Background: an optimization exercise with open tools, aiming at small area, a short achievable clock period and few clock cycles per item. Do not read the settings as production practice. The RTL was checked by simulation tests, not by an equivalence proof against the original design. Power figures rest on the tool's default switching activity, not on a simulated workload.

<file path="flow/config.mk">
export PLATFORM = sky130hd
export DESIGN_NAME = chachaBlockCore
export DESIGN_NICKNAME = chachaBlockCore
export VERILOG_FILES = /design/flow/design.v
export SDC_FILE = /design/flow/constraint.sdc
export NUM_CORES = 4
export LEC_CHECK = 0
export CAP_MARGIN = 20
export CORE_MARGIN = 2
export CORE_UTILIZATION = 40
export SLEW_MARGIN = 20
</file>
<file path="flow/constraint.sdc">
create_clock -name core_clock -period 10.0 [get_ports {clk}]
set_input_delay 2.0000 -clock core_clock [delete_from_list [all_inputs] [get_ports {clk}]]
set_output_delay 2.0000 -clock core_clock [all_outputs]
set_load 0.01 [all_outputs]
</file>
<file path="flow/design.v">
package chachaPkg;
    localparam int unsigned WordWidth  = 32;
    localparam int unsigned StateWords = 16;
    localparam int DefaultDoubleRounds = 10;
    localparam int DefaultCountWidth   = 8;
    typedef logic [WordWidth-1:0] chachaWord;
    typedef logic [StateWords-1:0][WordWidth-1:0] chachaState;
    localparam int unsigned RotA = 16;
    localparam int unsigned RotB = 12;
    localparam int unsigned RotC = 8;
    localparam int unsigned RotD = 7;
    typedef enum logic [3:0] {
        QrIdle,
        AddAB1, XorDA1, RotD1, AddCD1, XorBC1, RotB1,
        AddAB2, XorDA2, RotD2, AddCD2, XorBC2, RotB2
    } qrStep;
    typedef enum logic [2:0] {
        Col0, Col1, Col2, Col3,
        Diag0, Diag1, Diag2, Diag3
    } quarterSel;
    function automatic chachaWord rotl(input chachaWord w, input integer n);
        rotl = (w << n) | (w >> (WordWidth - n));
    endfunction
    function automatic logic [3:0] quarterIndex(input logic [2:0] sel, input logic [1:0] lane);
        logic [1:0] k;
        k = sel[1:0];
        if (sel[2])
            k = k + lane;
        quarterIndex = {lane, k};
    endfunction
endpackage
`timescale 1ns/1ps
module quarterRoundUnit (
    input  logic               clk,
    input  logic               rstN,
    input  chachaPkg::chachaWord opA,
    input  chachaPkg::chachaWord opB,
    input  chachaPkg::chachaWord opC,
    input  chachaPkg::chachaWord opD,
    input  logic               qrStart,
    output chachaPkg::chachaWord resA,
    output chachaPkg::chachaWord resB,
    output chachaPkg::chachaWord resC,
    output chachaPkg::chachaWord resD,
    output logic               qrDone
);
    chachaPkg::qrStep     step;
    chachaPkg::chachaWord a, b, c, d;
    always_ff @(posedge clk or negedge rstN) begin
        if (!rstN) begin
            step <= chachaPkg::QrIdle;
        end else if (qrStart) begin
            step <= chachaPkg::AddAB1;
        end else if (step == chachaPkg::RotB2) begin
            step <= chachaPkg::QrIdle;
        end else if (step != chachaPkg::QrIdle) begin
            step <= chachaPkg::qrStep'(step + 4'd1);
        end
    end
    always_ff @(posedge clk) begin
        if (qrStart) begin
            a <= opA;
            b <= opB;
            c <= opC;
            d <= opD;
        end else begin
            case (step)
                chachaPkg::AddAB1, chachaPkg::AddAB2: a <= a + b;
                chachaPkg::XorDA1, chachaPkg::XorDA2: d <= d ^ a;
                chachaPkg::AddCD1, chachaPkg::AddCD2: c <= c + d;
                chachaPkg::XorBC1, chachaPkg::XorBC2: b <= b ^ c;
                chachaPkg::RotD1:          d <= chachaPkg::rotl(d, chachaPkg::RotA);
                chachaPkg::RotB1:          b <= chachaPkg::rotl(b, chachaPkg::RotB);
                chachaPkg::RotD2:          d <= chachaPkg::rotl(d, chachaPkg::RotC);
                chachaPkg::RotB2:          b <= chachaPkg::rotl(b, chachaPkg::RotD);
                default: begin
                end
            endcase
        end
    end
    assign qrDone = (step == chachaPkg::RotB2);
    assign resA = a;
    assign resB = b;
    assign resC = c;
    assign resD = d;
endmodule
`timescale 1ns/1ps
module roundSequencer #(
    parameter int DoubleRounds = chachaPkg::DefaultDoubleRounds,
    parameter int CountWidth   = chachaPkg::DefaultCountWidth
) (
    input  logic                 clk,
    input  logic                 rstN,
    input  logic                 start,
    output logic                 qrStart,
    input  logic                 qrDone,
    output logic                 load,
    output logic                 writeBack,
    output logic                 finish,
    output logic                 busy,
    output chachaPkg::quarterSel sel,
    output logic [CountWidth-1:0] blockCount
);
    localparam int RoundWidth = $clog2(DoubleRounds + 1);
    typedef enum logic [2:0] {Idle, Issue, Wait, Write, Finish} seqPhase;
    seqPhase               phase;
    logic [RoundWidth-1:0] roundCnt;
    logic                  lastQuarter;
    assign lastQuarter = (sel == chachaPkg::Diag3) && (roundCnt == RoundWidth'(DoubleRounds - 1));
    always_ff @(posedge clk or negedge rstN) begin
        if (!rstN) begin
            phase      <= Idle;
            sel        <= chachaPkg::Col0;
            roundCnt   <= '0;
            blockCount <= '0;
        end else begin
            case (phase)
                Idle: begin
                    if (start) begin
                        phase    <= Issue;
                        sel      <= chachaPkg::Col0;
                        roundCnt <= '0;
                    end
                end
                Issue: phase <= Wait;
                Wait: begin
                    if (qrDone)
                        phase <= Write;
                end
                Write: begin
                    sel <= chachaPkg::quarterSel'(sel + 3'd1);
                    if (sel == chachaPkg::Diag3)
                        roundCnt <= roundCnt + 1'b1;
                    phase <= lastQuarter ? Finish : Issue;
                end
                Finish: begin
                    phase      <= Idle;
                    blockCount <= blockCount + 1'b1;
                end
                default: phase <= Idle;
            endcase
        end
    end
    assign load        = (phase == Idle) && start;
    assign qrStart = (phase == Issue);
    assign writeBack   = (phase == Write);
    assign finish      = (phase == Finish);
    assign busy        = (phase != Idle);
endmodule
`timescale 1ns/1ps
module stateMatrix (
    input  logic                 clk,
    input  logic                 rstN,
    input  logic                 load,
    input  logic                 writeBack,
    input  logic                 finish,
    input  chachaPkg::quarterSel sel,
    input  logic [511:0]         stateIn,
    output chachaPkg::chachaWord  opA,
    output chachaPkg::chachaWord  opB,
    output chachaPkg::chachaWord  opC,
    output chachaPkg::chachaWord  opD,
    input  chachaPkg::chachaWord  resA,
    input  chachaPkg::chachaWord  resB,
    input  chachaPkg::chachaWord  resC,
    input  chachaPkg::chachaWord  resD,
    output logic [511:0]         blockOut,
    output logic                 blockReady
);
    logic [511:0] initState;
    logic [511:0] workState;
    logic [511:0] sumState;
    logic [3:0]  idxA, idxB, idxC, idxD;
    assign idxA = chachaPkg::quarterIndex(sel, 2'd0);
    assign idxB = chachaPkg::quarterIndex(sel, 2'd1);
    assign idxC = chachaPkg::quarterIndex(sel, 2'd2);
    assign idxD = chachaPkg::quarterIndex(sel, 2'd3);
    assign opA = workState[32*idxA +: 32];
    assign opB = workState[32*idxB +: 32];
    assign opC = workState[32*idxC +: 32];
    assign opD = workState[32*idxD +: 32];
    always_ff @(posedge clk) begin
        if (load) begin
            initState <= stateIn;
            workState <= stateIn;
        end else if (writeBack) begin
            workState[32*idxA +: 32] <= resA;
            workState[32*idxB +: 32] <= resB;
            workState[32*idxC +: 32] <= resC;
            workState[32*idxD +: 32] <= resD;
        end
    end
    for (genvar i = 0; i < chachaPkg::StateWords; i++) begin : g_sum
        assign sumState[32*i +: 32] = initState[32*i +: 32] + workState[32*i +: 32];
    end
    always_ff @(posedge clk or negedge rstN) begin
        if (!rstN) begin
            blockOut   <= '0;
            blockReady <= 1'b0;
        end else begin
            blockReady <= finish;
            if (finish)
                blockOut <= sumState;
        end
    end
endmodule
`timescale 1ns/1ps
module chachaBlockCore #(
    parameter int DoubleRounds = chachaPkg::DefaultDoubleRounds,
    parameter int CountWidth   = chachaPkg::DefaultCountWidth
) (
    input  logic                  clk,
    input  logic                  rstN,
    input  logic                  start,
    input  logic [511:0]          stateIn,
    output logic                  busy,
    output logic                  blockReady,
    output logic [511:0]          blockOut,
    output logic [CountWidth-1:0] blockCount
);
    chachaPkg::quarterSel sel;
    logic                 load;
    logic                 writeBack;
    logic                 finish;
    chachaPkg::chachaWord opA, opB, opC, opD;
    chachaPkg::chachaWord resA, resB, resC, resD;
    logic                 qrStart;
    logic                 qrDone;
    quarterRoundUnit quarterRoundUnit_inst (
        .clk  (clk),
        .rstN (rstN),
        .opA     (opA),
        .opB     (opB),
        .opC     (opC),
        .opD     (opD),
        .qrStart (qrStart),
        .resA    (resA),
        .resB    (resB),
        .resC    (resC),
        .resD    (resD),
        .qrDone  (qrDone)
    );
    roundSequencer #(
        .DoubleRounds (DoubleRounds),
        .CountWidth   (CountWidth)
    ) roundSequencer_inst (
        .clk        (clk),
        .rstN       (rstN),
        .start      (start),
        .qrStart    (qrStart),
        .qrDone     (qrDone),
        .load       (load),
        .writeBack  (writeBack),
        .finish     (finish),
        .busy       (busy),
        .sel        (sel),
        .blockCount (blockCount)
    );
    stateMatrix stateMatrix_inst (
        .clk        (clk),
        .rstN       (rstN),
        .load       (load),
        .writeBack  (writeBack),
        .finish     (finish),
        .sel        (sel),
        .stateIn    (stateIn),
        .opA        (opA),
        .opB        (opB),
        .opC        (opC),
        .opD        (opD),
        .resA       (resA),
        .resB       (resB),
        .resC       (resC),
        .resD       (resD),
        .blockOut   (blockOut),
        .blockReady (blockReady)
    );
endmodule
</file>
<file path="flow/run.sh">
#!/bin/bash
# synth_recipe.tcl (not shown) runs the flow's synth.tcl, then flattens the netlist and writes it again
# the make line also repeats each setting of config.mk as NAME=value (left out here)
make -C /OpenROAD-flow-scripts/flow DESIGN_CONFIG=/design/flow/config.mk WORK_HOME=/design/flow/orfs CLKGATE_MAP_FILE= SYNTH_SCRIPT=/design/flow/synth_recipe.tcl finish
</file>
==> results.txt <==
outcome complete, no violations; crit path max fanout 133; DIE WIDTH 508 um; DR pass1 iterations 8; Skew-Pair Late Insertion Delay 900 ps; Starting DRT DRC Count 12.7k; Layout area overhead 20.2%; final wirelength 471,000 um; CTS max path bufs 3; CP dominant cell by count buf_4; most used flip-flop cell after synthesis edfxtp_1; Starting Density 40.1%; routed via count 91.7k; slew at the pin closest to its max-slew limit between 1000 and 1500 ps; die area 0.258 mm2; Gate Count Post-Synth 10.4k; RD Place Congestion 0.980; Post-Syn Nets 11.5k; CP required around 11,000 ps; Reg clk slew, reported paths 60 ps; HP Class reg -> reg; share of cells above drive strength 1 6.54%; Comb pwr share 55.4%; initial antenna violation count 90; drt wl/cell 31.9 um; max-cap violation count 0; Remaining DRCs 0; Hold Buf Count CTS 0; vias in the first global route 84.8k; hpwl dp roughly 350,000 um; post-route insts no fill 14.7k; grt total ovfl 0; leakage 48.2 nW; area occupied by multi-input gates approximately 0.050 mm2; clock network power share ~15%; clock skew 37.2 ps; synth warn 3; max-slew violation count 0; clk root buf clkbuf_16; fraction of registers with async set/reset between 30% and 40%; fmax between 0.15 and 0.2 GHz; GRT Overall Usage 35.2%; EDFF count, synth 1,152; Die H 508 um; Synth Cell Area 0.102 mm2; fin util about half; CTS tree done; Final Hold Viols 0; Seq. cell area between 0.04 and 0.05 mm2; FILL cells 23.4k; Worst slew margin between 10% and 20%; Critical Path AT 5960 ps; Tmin final 5230 ps; htree depth 4; Syn Area/Cell 9.77 um2; Worst Path Buf+Inv 4; sw frac 49.9%; # setup viols final 0; library cells used by synthesis approximately 100; maximum VDD drop about 0.32 mV; Ports 1,037; CP max stage cell buf_4; period utilisation layout between 50% and 60%; sequential cell area fraction in the yosys report a little under half; post-route ant nets 0; std cell rows 185; crit end category flop; Pwr Total 50.7 mW; PD cells 415 mW/mm2; Max stage delay on crit path 920 ps; setup bufs post-CTS 0; Worst setup SP type primary input; global-route wire length before repair 647,000 um; Num CTS Buffers 197; Sequential Power Share 29.8%; Synth Register Bits 1,687; CTS-repair resized insts 0; core footprint 0.253 mm2; Int Power 25.4 mW; clk sinks 1,687; RSZ-0062 raised after global routing false; Nets 12.3k; crit-path cells clkdlybuf4s50_1 > nand2b_4 > or3_4 > inv_8 > buf_4 > buf_4 > a221oi_1 > nor2_1; crit-path leading delay family buffers and inverters; post-DR vias/cell 6.22; dpl cells 14.3k; Port Buffers roughly 1.0k; largest net degree at the start of global routing between 200 and 250; CP Class in -> reg; Switch Pwr 25.3 mW
## sequential cells by signal, summed over array words and instances, names as in the netlist
name / cells
roundSequencer_inst.phase: 3
stateMatrix_inst.initState: 512
quarterRoundUnit_inst.c: 32
quarterRoundUnit_inst.a: 32
stateMatrix_inst.blockReady: 1
roundSequencer_inst.sel: 3
stateMatrix_inst.blockOut: 512
stateMatrix_inst.workState: 512
roundSequencer_inst.blockCount: 8
quarterRoundUnit_inst.step: 4
roundSequencer_inst.roundCnt: 4
quarterRoundUnit_inst.b: 32
quarterRoundUnit_inst.d: 32
## Yosys cell counts, drive strengths merged, types with 25 or more instances
library cell	n	area share (%)
a211oi	54	0.43
a21o	278	2.1
a21oi	959	4.7
a221oi	204	1.8
a22o	68	0.59
a22oi	97	0.72
a31oi	131	0.83
a32oi	97	0.84
and2	35	0.22
and3	71	0.44
buf	67	0.28
clkbuf	587	2.2
dfrtp	535	13
edfxtp	1152	34
ha	593	7.3
inv	305	1.1
mux4	128	2.8
nand2	1364	5.0
nand2b	50	0.31
nand3	113	0.56
nand4	54	0.33
nor2	937	3.5
nor2b	166	1.0
nor3	76	0.37
nor3b	25	0.18
o211ai	42	0.32
o21a	51	0.38
o21ai	1151	5.7
o21bai	93	0.69
o31ai	34	0.25
or3	30	0.18
xnor2	301	2.6
xor2	258	2.2
## routing by layer
| metal | GRT usage (%) | vias to the layer above | part of all wire (%) |
|---|---|---|---|
| li1 | - | 39700 | - |
| met1 | 46.6 | 45100 | 39 |
| met2 | 52.3 | 5758 | 43 |
| met3 | 9.39 | 1092 | 12 |
| met4 | 18.8 | 42 | 6.0 |
| met5 | 0 | - | 0.057 |
## per-stage QoR
step	setup TNS (ps)	cell area [um2]	setup slack [ps]	hold slack, ps
floorplan	-401190	102000	-783	507
global placement	0	115000	3860	461
detailed placement	0	115000	3780	465
CTS	0	122000	4650	478
global route	0	122000	4610	498
finish	0	122000	4770	474
## cells by family (layout without fill, tap and decap cells)
family	Yosys count	after routing	synth area share, %
compound gates	3429	3429	20.9
xor+xnor	559	559	4.82
fa+ha+maj	611	611	7.66
buf+inv	960	1880	3.58
flops	1687	1687	47.2
mux	155	155	3.11
other cells	0	50	0
simple gates	3000	3000	12.7
## path summary, 6_finish.rpt
check                                          startpoint                              end  slack, ps  cells after the start
setup reg to reg               roundSequencer_inst.sel[1]  stateMatrix_inst.workState[454]       4830                     13
hold / removal             stateMatrix_inst.blockOut[372]   stateMatrix_inst.blockOut[372]        470                      2
max in group asynchronous                            rstN   stateMatrix_inst.blockOut[419]       6920                      3
min in group asynchronous                            rstN   stateMatrix_inst.blockOut[134]       1120                      1
hold reg to reg            stateMatrix_inst.blockOut[372]   stateMatrix_inst.blockOut[372]        470                      2
setup / recovery                                    start  stateMatrix_inst.workState[205]       4770                      8
## cells in the final DEF (no fill, tap or decap), types with 69 or more instances in the layout
master           count
clkbuf_16          205
mux4_2             128
inv_1              298
edfxtp_1          1152
a21oi_1            952
nand3_1            113
nor2_1             923
clkdlybuf4s50_1   1035
a22oi_1             97
o21bai_1            93
buf_4              149
xor2_1             257
xnor2_1            300
a21o_1             278
a31oi_1            127
nor3_1              69
a221oi_1           201
ha_1               590
nor2b_1            164
nand2_1           1360
and3_1              71
a32oi_1             96
o21ai_0           1115
dfrtp_1            533
## power by group through the flow
stage / clock (mW) / sequential, mW / combinational (mW)
after detailed placement: 0 / 14.9 / 27.3
after global routing: 7.81 / 14.9 / 30.2
final: 7.48 / 15.1 / 28.1
after floorplan: 0 / 12.3 / 19.1
after CTS: 7.54 / 14.8 / 27.5
after global placement: 0 / 14.9 / 27.0
## tightest hold or removal path: stages, from the launching register on
cell and delay [ps]:
dfrtp_1 350, nand2_1 50, nand2_1 50
## cell type report
type | instances | area share [%]
Multi-Input combinational cell | 7754 | 41.1
Clock inverter | 104 | 0.841
Sequential cell | 1687 | 39.3
Tap cell | 3366 | 3.45
Clock buffer | 269 | 4.56
Timing Repair Buffer | 1201 | 9.69
Antenna cell | 50 | 0.102
Inverter | 306 | 0.955
Testbench counts, summed over its fixed seeds: cycles 143,616, items 128.

what the ideal ports hide:
The results above use ideal ports. As a check the final layout listed here was re-extracted and re-timed, cells and wires unchanged. Step 1 (the two cells are an assumption about what drives the block):
set clk [get_ports {clk}]
set_driving_cell -lib_cell sky130_fd_sc_hd__clkbuf_16 $clk
set_driving_cell -lib_cell sky130_fd_sc_hd__buf_2 [delete_from_list [all_inputs] $clk]
Step 2 adds t to the input delays and takes it off the output delays; t is the mean of the earliest and latest rising clock arrival at the registers after step 1. Input paths then give back, and output paths get back, about the clock's delay inside the block. Three values: ideal, step 1, step 2; two values: the first two.
shift t [ns]: 0.978
setup WS [ns]: 4.768 / 4.832 / 3.864
worst setup path after step 2: input to register
clock arrival spread, ns: 0.041 / 0.042
worst register clock-pin slew, ns: 0.07 / 0.07
After both steps this run still meets setup and hold. The setup slack of this run moves by +0.064 ns with the drivers and by -0.904 ns with both steps.
